What follows belongs to an exercise in optimizing a design on an open flow for small area, a short achievable clock period and few clock cycles; a production flow would make more cautious choices. Function was checked by simulation only, so behaviour that the tests miss may differ from the original. Power figures rest on the tool's default switching activity, not on a simulated workload.

## sha1_byte_stream_digest
module sha1_byte_stream_digest
(
  input  logic      clk,
  input  logic      rst_n,
  input  logic      in_valid,
  output logic      in_ready,
  input  logic [8:0]  in_data,
  output logic      out_valid,
  input  logic      out_ready,
  output logic [36:0] out_data
);
  localparam logic [159:0] H_INIT = {H4_INIT, H3_INIT, H2_INIT, H1_INIT, H0_INIT};
  logic [7:0]  wb_r [4];        
  logic [1:0]  bpos_r;          
  logic        wfull_r;         
  logic        finp_r;          
  logic        finp_rep_r;      
  logic        fin_r;           
  logic        nonempty_r;      
  logic        cstart_r;        
  logic        inc_r, newm_r;   
  logic [60:0] total_r;         
  logic [6:0]  p_r;             
  logic        pad_r;           
  logic        padfirst_r;      
  logic        lenok_r;         
  logic        pfinal_r;        
  logic        wpend_r;         
  logic [6:0]  r_r;             
  logic [1:0]  gsel_r;          
  logic [1:0]  gsel2_r;         
  logic        r79_r;           
  logic        plt16_r;         
  logic        xrot_r;          
  logic        acc_r;           
  logic        inj_r;           
  logic [2:0]  ic_r;            
  logic        hwr_r;           
  logic        rfirst_r;        
  logic        rfinal_r;        
  logic [31:0] h_r [5];
  logic [31:0] s_r;             
  ...
clock: 9.0 ns
lec_check: 0
cap_margin: 20
core_margin: 2
core_utilization: 40
setup_slack_margin: 5
slew_margin: 20
run.sh (not shown) runs the stock make flow with config.mk's settings and CLKGATE_MAP_FILE= SYNTH_SCRIPT=/design/flow/synth_recipe.tcl, a recipe that flattens the netlist after the stock synthesis.
Testbench counts at the start, summed over its fixed seeds: cycles 34,281.
Edit:
--- a/flow/design.v
+++ b/flow/design.v
@@ -88,12 +88,15 @@
   logic        finp_rep_r;      
   logic        fin_r;           
   logic        nonempty_r;      
   logic        cstart_r;        
   logic        inc_r, newm_r;   
   logic [60:0] total_r;         
+  logic        sat_r;           
+  logic        in_ready_r;      
+  logic        olast_r;         
   logic [6:0]  p_r;             
   logic        pad_r;           
   logic        padfirst_r;      
   logic        lenok_r;         
   logic        pfinal_r;        
   logic        wpend_r;         
@@ -122,13 +125,13 @@
   logic        out_empty_r;
   logic p_lt16, p_is14, p_is15, p_is80, r_is79;
   logic round_go, r79_go, push_avail, push_go, push_data, pad_push;
   logic xfer, app, fin;
   logic proc_rep, proc_real;
   logic hr_load;
-  logic finp_n, pad_n;
+  logic finp_n, pad_n, wfull_n, plt16_n, wpend_n, inj_n;
   logic out_fire;
   logic [31:0] sched, d_out, win_in, inj_val, xadd, sum, hmux;
   logic [31:0] pword;
   assign p_lt16 = plt16_r;
   assign p_is14 = (p_r == 7'd14);
   assign p_is15 = (p_r == 7'd15);
@@ -138,22 +141,26 @@
                     (!r_is79 || (hprep_r && !out_busy_r && !oprep_r));
   assign r79_go   = round_go && r_is79;
   assign push_avail = p_lt16 ? (pad_r || wfull_r) : !r_is79;
   assign push_go    = push_avail && !(wpend_r && inj_r);
   assign push_data  = push_go && p_lt16 && !pad_r;
   assign pad_push   = push_go && p_lt16 && pad_r;
-  assign in_ready = acc_r && (!wfull_r || (p_lt16 && !(wpend_r && inj_r)));
+  assign in_ready = in_ready_r;
   assign xfer     = in_valid && in_ready;
   assign app      = xfer && !in_data[8];
   assign fin      = xfer && in_data[8];
   assign proc_rep  = finp_r && finp_rep_r && !fin_inflight_r && !out_busy_r &&
                      !oprep_r && !inj_r;
   assign proc_real = finp_r && !finp_rep_r && !fin_inflight_r && !wfull_r;
   assign out_fire = out_busy_r && out_ready;
   assign finp_n   = fin || (finp_r && !proc_real && !proc_rep);
   assign pad_n    = proc_real || (pad_r && !(pad_push && p_is15 && lenok_r));
+  assign wfull_n  = !push_data && ((app && (bpos_r == 2'd3)) || wfull_r);
+  assign plt16_n  = r79_go || (push_go ? ((p_r[6:4] == 3'd0) && (p_r[3:0] != 4'd15)) : plt16_r);
+  assign wpend_n  = push_go || (wpend_r && !round_go);
+  assign inj_n    = r79_go || (inj_r && (ic_r != 3'd4));
   assign hr_load  = !(out_busy_r && !out_ready) && !(hprep_r && !r79_go);
   always_comb begin
     for (int j = 0; j < 4; j++) begin
       if (!pad_r || (j < bpos_r))                    pword[31-8*j -: 8] = wb_r[j];
       else if (padfirst_r && (j == bpos_r))          pword[31-8*j -: 8] = 8'h80;
       else                                           pword[31-8*j -: 8] = 8'h00;
@@ -199,14 +206,14 @@
     .d_out   (d_out)
   );
   always_ff @(posedge clk) begin
     for (int j = 0; j < 4; j++)
       if (in_ready && (bpos_r == j)) wb_r[j] <= in_data[7:0];
     if (inc_r) begin
-      if (newm_r)          total_r <= 61'd1;
-      else if (!(&total_r)) total_r <= total_r + 61'd1;
+      if (newm_r)      total_r <= 61'd1;
+      else if (!sat_r) total_r <= total_r + 61'd1;
     end
     s_r <= sum;
     if (r79_go)                                  h_r[4] <= sum;
     if (inj_r && hwr_r && (ic_r == 3'd0))        h_r[3] <= sum;
     if (inj_r && hwr_r && (ic_r == 3'd1))        h_r[2] <= sum;
     if (inj_r && hwr_r && (ic_r == 3'd2))        h_r[1] <= sum;
@@ -221,12 +228,15 @@
       finp_rep_r     <= 1'b0;
       fin_r          <= 1'b0;
       nonempty_r     <= 1'b0;
       cstart_r       <= 1'b1;
       inc_r          <= 1'b0;
       newm_r         <= 1'b0;
+      sat_r          <= 1'b0;
+      in_ready_r     <= 1'b1;
+      olast_r        <= 1'b0;
       p_r            <= '0;
       pad_r          <= 1'b0;
       padfirst_r     <= 1'b0;
       lenok_r        <= 1'b0;
       pfinal_r       <= 1'b0;
       wpend_r        <= 1'b0;
@@ -250,12 +260,14 @@
       out_busy_r     <= 1'b0;
       out_idx_r      <= '0;
       out_empty_r    <= 1'b0;
     end else begin
       inc_r  <= app;
       newm_r <= cstart_r;
+      if (inc_r) sat_r <= !newm_r && (sat_r || (total_r == {{60{1'b1}}, 1'b0}));
+      in_ready_r <= !finp_n && !pad_n && (!wfull_n || (plt16_n && !(wpend_n && inj_n)));
       if (app) begin
         bpos_r     <= bpos_r + 2'd1;
         nonempty_r <= 1'b1;
         fin_r      <= 1'b0;
         cstart_r   <= 1'b0;
       end
@@ -338,12 +350,13 @@
       if (oprep_r) begin
         oprep_r    <= 1'b0;
         out_busy_r <= 1'b1;
         out_idx_r  <= '0;
       end
       if (out_fire) begin
+        olast_r <= (out_idx_r == 3'd3);
         if (out_idx_r == 3'd4) begin
           out_busy_r <= 1'b0;
           out_idx_r  <= '0;
         end else begin
           out_idx_r  <= out_idx_r + 3'd1;
         end
@@ -390,8 +403,8 @@
         hsel_r <= 5'b10000;
         hcon_r <= rfirst_r;
       end
     end
   end
   assign out_valid = out_busy_r;
-  assign out_data  = {hr_r, out_idx_r, (out_idx_r == 3'd4), out_empty_r};
+  assign out_data  = {hr_r, out_idx_r, olast_r, out_empty_r};
 endmodule
- The new run went through all stages and came out clean
- clock-buffer cell count rose by 4
- critical path depth rose by 12
- clock skew fell by 0.0041 ns
- power rose by 13%
- clock power is about the same
- final area rose by 0.60%
- synthesized area hardly moves
- register-to-register slack degrades by 0.08 ns
- cell count rose by 0.50%
- sequential share of layout area fell by 0.27 points
Testbench counts after the change, summed over its fixed seeds: cycles 34,281.

* * *

rev 12:
sha1_byte_stream_digest, a different RTL version from the one above (not shown whole).
For scale: about 1100 flip-flops, roughly 52 I/O pins, roughly 48000 um2 of cells after synthesis.
==> flow/config.mk <==
export PLATFORM = sky130hd
export DESIGN_NAME = sha1_byte_stream_digest
export DESIGN_NICKNAME = sha1_byte_stream_digest
export VERILOG_FILES = /design/flow/design.v
export SDC_FILE = /design/flow/constraint.sdc
export NUM_CORES = 4
export LEC_CHECK = 0
export CAP_MARGIN = 20
export CORE_MARGIN = 2
export CORE_UTILIZATION = 40
export SETUP_SLACK_MARGIN = 5
export SLEW_MARGIN = 20
==> flow/constraint.sdc <==
create_clock -name core_clock -period 9.0 [get_ports {clk}]
set_input_delay 1.8000 -clock core_clock [delete_from_list [all_inputs] [get_ports {clk}]]
set_output_delay 1.8000 -clock core_clock [all_outputs]
set_load 0.01 [all_outputs]
standard.sh (not shown) runs the stock make flow with config.mk's settings and CLKGATE_MAP_FILE= SYNTH_SCRIPT=/design/flow/synth_recipe.tcl, a recipe that flattens the netlist after the stock synthesis.
==> flow/flow/run.sh <==
#!/bin/bash
bash standard.sh SETUP_SLACK_MARGIN=6 finish > standard.log 2>&1
Testbench counts of rev 12, summed over its fixed seeds: cycles 34,281.
The inputs of rev 13 differ from those of rev 12 as listed below.
--- a/flow/design.v
+++ b/flow/design.v
@@ -108,21 +108,21 @@
   logic        r79_r;           
   logic        plt16_r;         
   logic        drot_r;          
   logic        acc_r;           
   logic        inj_r;           
   logic [2:0]  ic_r;            
   logic        hwr_r;           
   logic        rfirst_r;        
   logic        rfinal_r;        
   logic [31:0] h_r [5];
-  logic [31:0] s_r;             
+  logic [31:0] iv_r;            
   logic [31:0] hr_r;            
   logic [4:0]  hsel_r;          
   logic        hcon_r;          
   logic        hprep_r;         
   logic        fin_inflight_r;  
   logic        oprep_r;         
   logic        out_busy_r;
   logic [2:0]  out_idx_r;
   logic        out_empty_r;
   logic p_lt16, p_is14, p_is15, p_is80, r_is79;
@@ -168,35 +168,41 @@
       else                                           pword[31-8*j -: 8] = 8'h00;
     end
     if (!p_lt16)                                     win_in = sched;
     else if (!pad_r || padfirst_r)                   win_in = pword;
     else if (lenok_r && p_is14)                      win_in = total_r[60:29];
     else if (lenok_r && p_is15)                      win_in = {total_r[28:0], 3'b000};
     else                                             win_in = 32'h0;
   end
   assign xadd = d_out;
   assign sum  = hr_r + xadd;
+  logic [2:0]  ic_nx;
+  logic        rf_nx;
+  logic [31:0] iv_n;
+  assign ic_nx = (!rst_n || r79_go) ? 3'd0 : ic_r + 3'd1;
+  assign rf_nx = !rst_n || (r79_go ? pfinal_r : rfinal_r);
   always_comb begin
-    if (rfinal_r) begin
-      unique case (ic_r)
-        3'd0:    inj_val = {H4_INIT[29:0], H4_INIT[31:30]};
-        3'd1:    inj_val = {H3_INIT[29:0], H3_INIT[31:30]};
-        3'd2:    inj_val = {H2_INIT[29:0], H2_INIT[31:30]};
-        3'd3:    inj_val = H1_INIT;
-        default: inj_val = H0_INIT;
+    if (rf_nx) begin
+      unique case (ic_nx)
+        3'd0:    iv_n = {H4_INIT[29:0], H4_INIT[31:30]};
+        3'd1:    iv_n = {H3_INIT[29:0], H3_INIT[31:30]};
+        3'd2:    iv_n = {H2_INIT[29:0], H2_INIT[31:30]};
+        3'd3:    iv_n = H1_INIT;
+        default: iv_n = H0_INIT;
       endcase
-    end else if (ic_r[2] || (ic_r == 3'd3)) begin
-      inj_val = s_r;
+    end else if (ic_nx[2] || (ic_nx == 3'd3)) begin
+      iv_n = sum;
     end else begin
-      inj_val = {s_r[29:0], s_r[31:30]};
+      iv_n = {sum[29:0], sum[31:30]};
     end
   end
+  assign inj_val = iv_r;
   always_comb begin
     hmux = '0;
     for (int i = 0; i < 5; i++)
       if (hsel_r[i]) hmux = hmux | (hcon_r ? H_INIT[32*i +: 32] : h_r[i]);
   end
   sha1bsd_core u_core (
     .clk     (clk),
     .push    (push_go),
     .win_in  (win_in),
     .sched   (sched),
@@ -208,21 +214,21 @@
     .gsel2   (gsel2_r),
     .d_out   (d_out)
   );
   always_ff @(posedge clk) begin
     for (int j = 0; j < 4; j++)
       if (in_ready && (bpos_r == j)) wb_r[j] <= in_data[7:0];
     if (inc_r) begin
       if (newm_r)      total_r <= 61'd1;
       else if (!sat_r) total_r <= total_r + 61'd1;
     end
-    s_r <= sum;
+    iv_r <= iv_n;
     if (r79_go)                                  h_r[4] <= sum;
     if (inj_r && hwr_r && (ic_r == 3'd0))        h_r[3] <= sum;
     if (inj_r && hwr_r && (ic_r == 3'd1))        h_r[2] <= sum;
     if (inj_r && hwr_r && (ic_r == 3'd2))        h_r[1] <= sum;
     if (inj_r && hwr_r && (ic_r == 3'd3))        h_r[0] <= sum;
     if (hr_load) hr_r <= hmux;
   end
   always_ff @(posedge clk) begin
     if (!rst_n) begin
       bpos_r         <= '0;
Notes after the runs:
Each of the runs, namely rev 12 and rev 13, reached the end of the flow and came out clean.
Part of the total power dissipated in the clock network on rev 13 is up relative to rev 12.
When rev 13 is set beside rev 12, its sequential power turns out to be 9.1% larger.
Looking at rev 12 and rev 13, the met3 layer wire length in the routed design is a wash.
Number of setup buffers added after CTS in rev 13 is 2.4% higher than in rev 12
Rev 13 vs. rev 12: half-perimeter wire length after placement went down by 1.6%, final non-filler cell total saw little to no change, final area now sits higher, area after synthesis about even, area of all sequential standard cells held steady.
Post-synthesis compound-gate area fraction, rev 12 and rev 13: smaller value in rev 13
There was hardly any difference in global-route usage between rev 12 and rev 13.
The total area of multi-input combinational cells in rev 13 sits 2.2% above the value recorded for rev 12.
Testbench counts of rev 13, summed over its fixed seeds: cycles 34,281.

-- separate check: timing with driven ports --
The results above use ideal ports. As a check the final layouts listed here were re-extracted and re-timed, cells and wires unchanged. Step 1 sets driving cells, clkbuf_16 on the clock port and buf_2 on the other inputs (assumed; they add their load-dependent delay and slew). Step 2 moves the port delays by t, midway between the first and last clock arrival at a register: inputs arrive t later, outputs are due t later. That takes back most of the time a late clock gives input paths. a / b / c = ideal ports / drivers / drivers and shift; a / b = the first two.
run	t, ns	setup slack, ns	hold WS [ns]	worst setup path after step 2	worst slew at a driven data input, ns
the first run of note 1	0.792	5.125 / 5.050 / 5.147	0.402 / 0.402 / 0.402	input to register	0.17
the second run of note 1	0.778	5.131 / 5.131 / 5.131	0.407 / 0.407 / 0.407	register to register	0.10
rev 12	0.744	4.765 / 4.765 / 4.765	0.414 / 0.414 / 0.414	register to register	0.04
rev 13	0.758	5.252 / 5.252 / 5.252	0.407 / 0.407 / 0.407	register to register	0.04
After both steps every run listed still meets setup and hold.
